Source: an optimization exercise on an open RTL-to-GDS flow (aim: small area and few clock cycles per item). Production flows keep margins and buffers that such runs may drop. The RTL of this run was laid out without a check of its function. Power figures rest on the tool's default switching activity, not on a simulated workload.

<file path="run.sh">
#!/bin/bash
# synth_recipe.tcl (not shown) runs the flow's synth.tcl, then flattens the netlist and writes it again
# the make line also repeats each setting of config.mk as NAME=value (left out here)
make -C /OpenROAD-flow-scripts/flow DESIGN_CONFIG=/design/flow/config.mk WORK_HOME=/design/flow/orfs CLKGATE_MAP_FILE= SYNTH_SCRIPT=/design/flow/synth_recipe.tcl finish
</file>
<file path="design.v">
package fft_bram_pkg;
    typedef enum logic [1:0] {
        IDLE      = 2'd0,
        WRITE     = 2'd1,
        WAIT_BANK = 2'd2
    } state_t;
    localparam int DEF_NUM_CH      = 8;
    localparam int DEF_SAMPLE_W    = 24;
    localparam int DEF_OUT_W       = 32;
    localparam int DEF_FRAME_BEATS = 64;
    function automatic int clog2(input int v);
        int r;
        r = 1;
        for (int i = 1; i < 31; i++) begin
            if ((32'sd1 << i) < v) r = i + 1;
        end
        clog2 = r;
    endfunction
    function automatic logic [63:0] sign_ext(input logic [63:0] sample, input int sw, input int ow);
        logic [63:0] shl;
        logic [63:0] ext;
        shl = sample << (64 - sw);
        ext = $signed(shl) >>> (64 - sw);
        sign_ext = ext & ((64'd1 << ow) - 64'd1);
    endfunction
endpackage
module fft_beat_skid #(
    parameter int BEAT_W = 384
) (
    input  logic              clk,
    input  logic              rst,
    input  logic [BEAT_W-1:0] din,
    input  logic              push,
    input  logic              pop,
    input  logic              wait_bank,
    output logic              ready,
    output logic              hold_full,
    output logic [BEAT_W-1:0] hold_data
);
    logic ready_en;
    always_ff @(posedge clk or posedge rst) begin
        if (rst) begin
            ready_en  <= 1'b0;
            hold_full <= 1'b0;
            hold_data <= '0;
        end else begin
            ready_en <= 1'b1;
            if (push) begin
                hold_full <= 1'b1;
                hold_data <= din;
            end else if (pop) begin
                hold_full <= 1'b0;
            end
        end
    end
    assign ready = ready_en && !hold_full && !wait_bank;
endmodule
module fft_bram_pingpong_ctrl #(
    parameter int NUM_CH      = fft_bram_pkg::DEF_NUM_CH,
    parameter int SAMPLE_W    = fft_bram_pkg::DEF_SAMPLE_W,
    parameter int OUT_W       = fft_bram_pkg::DEF_OUT_W,
    parameter int FRAME_BEATS = fft_bram_pkg::DEF_FRAME_BEATS
) (
    input  logic                         clk,
    input  logic                         rst,
    input  logic [NUM_CH*2*SAMPLE_W-1:0] s_axis_tdata,
    input  logic                         s_axis_tvalid,
    input  logic                         s_axis_tlast,
    output logic                         s_axis_tready,
    input  logic                         bank_release,
    output logic [31:0]                  bram_addr,
    output logic [OUT_W-1:0]             bram_din_re,
    output logic [OUT_W-1:0]             bram_din_im,
    output logic [3:0]                   bram_we,
    output logic                         bram_en,
    output logic                         bram_rst,
    output logic                         bank_sel,
    output logic                         frame_done,
    output logic                         err_tlast
);
    localparam int SLICE_W = 2 * SAMPLE_W;
    localparam int BEAT_W  = NUM_CH * SLICE_W;
    localparam int WORDS   = FRAME_BEATS * NUM_CH;
    localparam int SLC_W   = fft_bram_pkg::clog2(NUM_CH);
    localparam int WIDX_W  = fft_bram_pkg::clog2(WORDS);
    localparam int BCNT_W  = fft_bram_pkg::clog2(FRAME_BEATS);
    localparam logic [31:0] BANK_BYTES = 32'(WORDS * 4);
    fft_bram_pkg::state_t              state, state_nx;
    logic [BEAT_W-1:0]   sh_data;
    logic [BEAT_W-1:0]   hold_data;
    logic [SLC_W-1:0]    slice_cnt;
    logic [WIDX_W-1:0]   word_idx;
    logic [BCNT_W-1:0]   beat_cnt;
    logic [1:0]          busy;
    logic                rel_ptr;
    logic                hold_full;
    logic                accept, writing, last_slice, last_word;
    logic                rel_ok, other_free, resume;
    logic                direct, pop, push;
    logic [SLICE_W-1:0]  cur;
    fft_beat_skid #(.BEAT_W(BEAT_W)) u_skid (
        .clk       (clk),
        .rst       (rst),
        .din       (s_axis_tdata),
        .push      (push),
        .pop       (pop),
        .wait_bank (state == fft_bram_pkg::WAIT_BANK),
        .ready     (s_axis_tready),
        .hold_full (hold_full),
        .hold_data (hold_data)
    );
    assign accept     = s_axis_tvalid && s_axis_tready;
    assign writing    = (state == fft_bram_pkg::WRITE);
    assign last_slice = writing && (slice_cnt == SLC_W'(NUM_CH - 1));
    assign last_word  = writing && (word_idx == WIDX_W'(WORDS - 1));
    assign rel_ok     = bank_release && busy[rel_ptr];
    assign other_free = !busy[!bank_sel] || (rel_ok && (rel_ptr == !bank_sel));
    assign resume     = (state == fft_bram_pkg::WAIT_BANK) && rel_ok;
    assign push       = accept && !direct;
    always_comb begin
        state_nx = state;
        direct   = 1'b0;
        pop      = 1'b0;
        case (state)
            fft_bram_pkg::IDLE: begin
                if (accept) begin
                    direct   = 1'b1;
                    state_nx = fft_bram_pkg::WRITE;
                end
            end
            fft_bram_pkg::WRITE: begin
                if (last_slice) begin
                    if (last_word && !other_free) state_nx = fft_bram_pkg::WAIT_BANK;
                    else if (hold_full)           pop = 1'b1;
                    else if (accept)              direct = 1'b1;
                    else                          state_nx = fft_bram_pkg::IDLE;
                end
            end
            fft_bram_pkg::WAIT_BANK: begin
                if (rel_ok) begin
                    pop      = hold_full;
                    state_nx = hold_full ? fft_bram_pkg::WRITE : fft_bram_pkg::IDLE;
                end
            end
            default: state_nx = fft_bram_pkg::IDLE;
        endcase
    end
    always_ff @(posedge clk or posedge rst) begin
        if (rst) state <= fft_bram_pkg::IDLE;
        else     state <= state_nx;
    end
    always_ff @(posedge clk or posedge rst) begin
        if (rst) begin
            sh_data    <= '0;
            slice_cnt  <= '0;
            word_idx   <= '0;
            beat_cnt   <= '0;
            bank_sel   <= 1'b0;
            busy       <= 2'b00;
            rel_ptr    <= 1'b0;
            frame_done <= 1'b0;
            err_tlast  <= 1'b0;
        end else begin
            if (direct || pop) begin
                sh_data   <= pop ? hold_data : s_axis_tdata;
                slice_cnt <= '0;
            end else if (writing) begin
                sh_data   <= sh_data >> SLICE_W;
                slice_cnt <= last_slice ? '0 : slice_cnt + 1'b1;
            end
            if (writing) word_idx <= last_word ? '0 : word_idx + 1'b1;
            if ((last_word && other_free) || resume) bank_sel <= !bank_sel;
            if (rel_ok) begin
                busy[rel_ptr] <= 1'b0;
                rel_ptr       <= !rel_ptr;
            end
            if (last_word) busy[bank_sel] <= 1'b1;
            frame_done <= last_word;
            err_tlast  <= accept && (s_axis_tlast != (beat_cnt == BCNT_W'(FRAME_BEATS - 1)));
            if (accept) beat_cnt <= (beat_cnt == BCNT_W'(FRAME_BEATS - 1)) ? '0 : beat_cnt + 1'b1;
        end
    end
    assign cur         = sh_data[SLICE_W-1:0];
    assign bram_en     = writing;
    assign bram_we     = writing ? 4'hF : 4'h0;
    assign bram_addr   = (bank_sel ? BANK_BYTES : 32'd0) + 32'({word_idx, 2'b00});
    assign bram_din_re = writing ? OUT_W'(fft_bram_pkg::sign_ext(64'(cur[SAMPLE_W-1:0]), SAMPLE_W, OUT_W)) : '0;
    assign bram_din_im = writing ? OUT_W'(fft_bram_pkg::sign_ext(64'(cur[SLICE_W-1:SAMPLE_W]), SAMPLE_W, OUT_W)) : '0;
    assign bram_rst    = rst;
endmodule
</file>
<file path="constraint.sdc">
create_clock -name core_clock -period 5.0 [get_ports {clk}]
set_input_delay 1.0000 -clock core_clock [delete_from_list [all_inputs] [get_ports {clk}]]
set_output_delay 1.0000 -clock core_clock [all_outputs]
set_load 0.01 [all_outputs]
</file>
<file path="config.mk">
export PLATFORM = sky130hd
export DESIGN_NAME = fft_bram_pingpong_ctrl
export DESIGN_NICKNAME = fft_bram_pingpong_ctrl
export VERILOG_FILES = /design/flow/design.v
export SDC_FILE = /design/flow/constraint.sdc
export NUM_CORES = 4
export LEC_CHECK = 0
export CAP_MARGIN = 20
export CORE_MARGIN = 2
export CORE_UTILIZATION = 40
export SLEW_MARGIN = 20
</file>
==> summary.txt <==
logic make-up (layout without fill, tap and decap cells):
group / Yosys count / in the layout / synth area share
buf+inv: 332 / 734 / 0.0450
simple gates: 800 / 800 / 0.0871
xor+xnor: 7 / 7 / 0.00167
compound gates: 753 / 753 / 0.136
flops: 796 / 796 / 0.544
mux: 620 / 620 / 0.183
fa+ha+maj: 9 / 9 / 0.00308
other cells: 2 / 37 / 0.000205
placed cells by master (no fill, tap or decap), drive strengths merged, types with 2 or more instances in the layout:
cell and n:
a21oi 133, a221oi 96, a222oi 80, a22o 3, and2 49, and3 3, buf 99, bufinv 8
clkbuf 126, clkdlybuf4s50 472, clkinv 17, conb 23, dfrtp 796, diode 14, ha 9, inv 11
mux2 405, mux2i 215, nand2 489, nand3 5, nand4 3, nor2 239, nor2b 3, nor3 3
o21ai 219, o22ai 210, o2bb2ai 2, o31ai 2, or3 2, xnor2 3, xor2 4
cell usage after synthesis, types with 49 or more instances:
cell	number	area, µm²
a21oi_1	133	666
a221oi_1	82	718
a222oi_1	80	801
and2_1	49	307
buf_2	118	591
clkbuf_1	138	518
dfrtp_1	796	19900
mux2_2	405	4560
mux2i_1	215	2150
nand2_1	489	1840
nor2_1	239	897
o21ai_0	217	1090
o22ai_1	209	1310
worst min-delay path, cell delays in order, from the launching register on:
cell     delay (ns)
dfrtp_1        0.34
nand2_1        0.04
o21ai_0        0.06
stage by stage:
| step | cell area [µm²] | utilization | setup TNS [ns] | power [µW] | hold WS (ns) |
|---|---|---|---|---|---|
| 3_5_place_dp | 42700 | 0.472 | 0 | 18900 | 0.461 |
| 6_report | 45700 | 0.505 | 0 | 25500 | 0.454 |
| 5_1_grt | 45700 | 0.505 | 0 | 27100 | 0.487 |
| 2_1_floorplan | 36700 | - | -5512.13 | 16200 | 0.444 |
| 4_1_cts | 45700 | 0.505 | 0 | 25700 | 0.462 |
| 3_3_place_gp | 42700 | 0.472 | 0 | 18600 | 0.453 |
final timing paths:
kind                                                   start                           endpoint  slack [ns]  depth (start not counted)
max                                     state[1]$_DFFE_PP0P_                    bram_din_im[19]        0.86                          6
min                        u_skid.hold_data[283]$_DFFE_PP0P_           sh_data[283]$_DFFE_PP0P_        0.45                          2
max reg2reg                          word_idx[0]$_DFFE_PP0N_  u_skid.hold_data[170]$_DFFE_PP0P_        1.65                         10
min reg2reg                u_skid.hold_data[283]$_DFFE_PP0P_           sh_data[283]$_DFFE_PP0P_        0.45                          2
max in group asynchronous                                rst  u_skid.hold_data[295]$_DFFE_PP0P_        3.00                          3
min in group asynchronous                                rst    u_skid.hold_data[2]$_DFFE_PP0P_        0.77                          2
power groups by stage:
| stage | logic [µW] | clock network [µW] | registers (µW) |
|---|---|---|---|
| floorplan | 5970 | 0 | 10200 |
| global placement | 7870 | 0 | 10800 |
| detailed placement | 8060 | 0 | 10800 |
| CTS | 8100 | 6920 | 10700 |
| global route | 8880 | 7190 | 11100 |
| finish | 8040 | 6760 | 10700 |
layer usage:
| layer | track usage | vias to the layer above |
|---|---|---|
| met4 | 0.0606 | 50 |
| met5 | 0 | - |
| met1 | 0.345 | 13800 |
| met3 | 0.0515 | 164 |
| li1 | - | 12700 |
| met2 | 0.332 | 819 |
registers in the layout (all words and copies together) (netlist names):
signal,flops
frame_done,1
beat_cnt,6
u_skid.hold_full,1
u_skid.hold_data,384
slice_cnt,3
word_idx,9
state,2
busy,2
rel_ptr,1
sh_data,384
u_skid.ready_en,1
err_tlast,1
bank_sel,1
final cells by class:
cell class                      count  area (µm²)
Fill cell                        8123       44700
Sequential cell                   796       19900
Multi-Input combinational cell   2212       15200
Timing Repair Buffer              571        6020
Clock buffer                      126        2620
Tap cell                         1176        1470
Clock inverter                     30         403
Antenna cell                       14        35.0
Inverter                            7        30.0
==> flow_summary.yaml <==
status:
  outcome: "timing/DRC/antenna clean"
synthesis:
  syn-cell-area_um2: 36600
  syn_inst: 3319
  yosys_warnings: 2
  synthFlopType: "dfrtp_1"
  postSynthAreaPerCell_um2: 11.0
  ys_seq_area_frac: 0.544
  async_flop_share: 1.00
  ys_ff_latch: 796
  synth-edff-count: 0
  yosysUniqueCellTypes: 48
layout:
  fin_cells: 4932
  layout-drive-gt1-share: 0.181
  finalNetCount: 4074
  area_delta_synth_final_pct: 24.8
floorplan:
  rows: 110
  die_h_um: 307
  core_region_area_um2: 90400
  start_util: 0.405
  die_area_um2: 94000
  die_w_um: 307
  io_pins: 495
grt:
  grt_pass1_vias: 26800
  grt_first_pass_wirelength_mm: 168
  grt_usage: 0.229
  grt_remaining_overflow: 0
  grt_max_degree: 151
  antenna_found_initial: 40
clocking:
  post_cts_buffers: 0
  clock_latency_ns: 0.65
  clk_pin_slew_ns: 0.06
  cts_root_buffer: "clkbuf_16"
  cts_buffer_depth: 3
  ctsResizeCount: 0
  cts_tree: "yes"
  h-tree-depth: 3
  clock_sinks: 796
  cts_inserted_buffers: 88
  hold_buffers: 0
place:
  place_ws_ns: 1.21
  place_inst: 4762
  portBuffers: 472
  dp_hpwl_mm: 72.3
  place_congestion: 0.811
detailed_routing:
  wl_met1_mm: 52.0
  vias_per_cell: 5.59
  drc: 0
  wl_met2_mm: 47.6
  top_layer_used: "met5"
  first_iter_violations: 2702
  route.met3.wl_mm: 7.72
  ant_nets: 0
  routed_wl_mm: 110
  vias: 27500
  first_pass_iters: 9
  wl_per_cell_um: 22.2
power_and_ir_drop:
  power.density_nw_per_um2: 559
  peakVddDrop_uv: 501
  seq_power_share: 0.421
  swShare: 0.317
  p_leak_uw: 0.0209
  power.internal_uw: 17500
  p_switching_uw: 8090
  clkPwrFrac: 0.265
  p_comb_frac: 0.315
worst_setup_path:
  slowest_delay_ns: 0.58
  critical_path.top_delay_family: "buffers and inverters"
  worstSetupEndpointType: "output pin"
  crit_buf_inv: 4
  critPathMaxFanout: 35
  setup.worst_path.class: "flop to output pin"
  crit_slowest_cell: "ha_4"
  cp.required_ns: 4.00
  critPathMostFrequentCell: "buf_4"
  worstPathCellList: "inv_1 > ha_4 > buf_4 > buf_4 > and2_1 > clkdlybuf4s50_1"
  crit_arrival_ns: 3.14
  critPathLaunchType: "flop"
sta:
  report.final.hold_viol_count: 0
  slew_headroom: 0.300
  setup_viol: 0
  max_freq_mhz: 242
  worst_pin_slew_ns: 1.05
  setup_ws_ns: 0.863
  fin_skew_ns: 0.0267
  fin_crit_ns: 4.14
  fin_crit_sh: 0.827
  rsz0062_at_grt: "no"
  report.final.slew_viol_count: 0
hold_path:
  hp-class: "flop to flop"
job:
  drv_cap: 0

==> separate check: timing with driven ports <==
The flow's constraints put no driver on any port. The routed layout listed below was extracted and timed again, unchanged, in two steps. Step 1 (the two cells are an assumption about what drives the block):
set clk [get_ports {clk}]
set_driving_cell -lib_cell sky130_fd_sc_hd__clkbuf_16 $clk
set_driving_cell -lib_cell sky130_fd_sc_hd__buf_2 [delete_from_list [all_inputs] $clk]
Step 2 times the ports against the registers' clock, not the clock port: input delays grow and output delays shrink by t, the midpoint of the rising clock arrivals with the driver on. Slacks: ideal ports / drivers / drivers and shift; pairs: ideal ports / drivers.
t, ns: 0.699
slack for setup (ns): 0.863 / 0.801 / 1.179
worst slew at a driven data input, ns: 0.11
After both steps setup and hold are still met in this run. For this run, drivers alone change the setup slack by -0.062 ns; drivers and shift together by +0.316 ns.
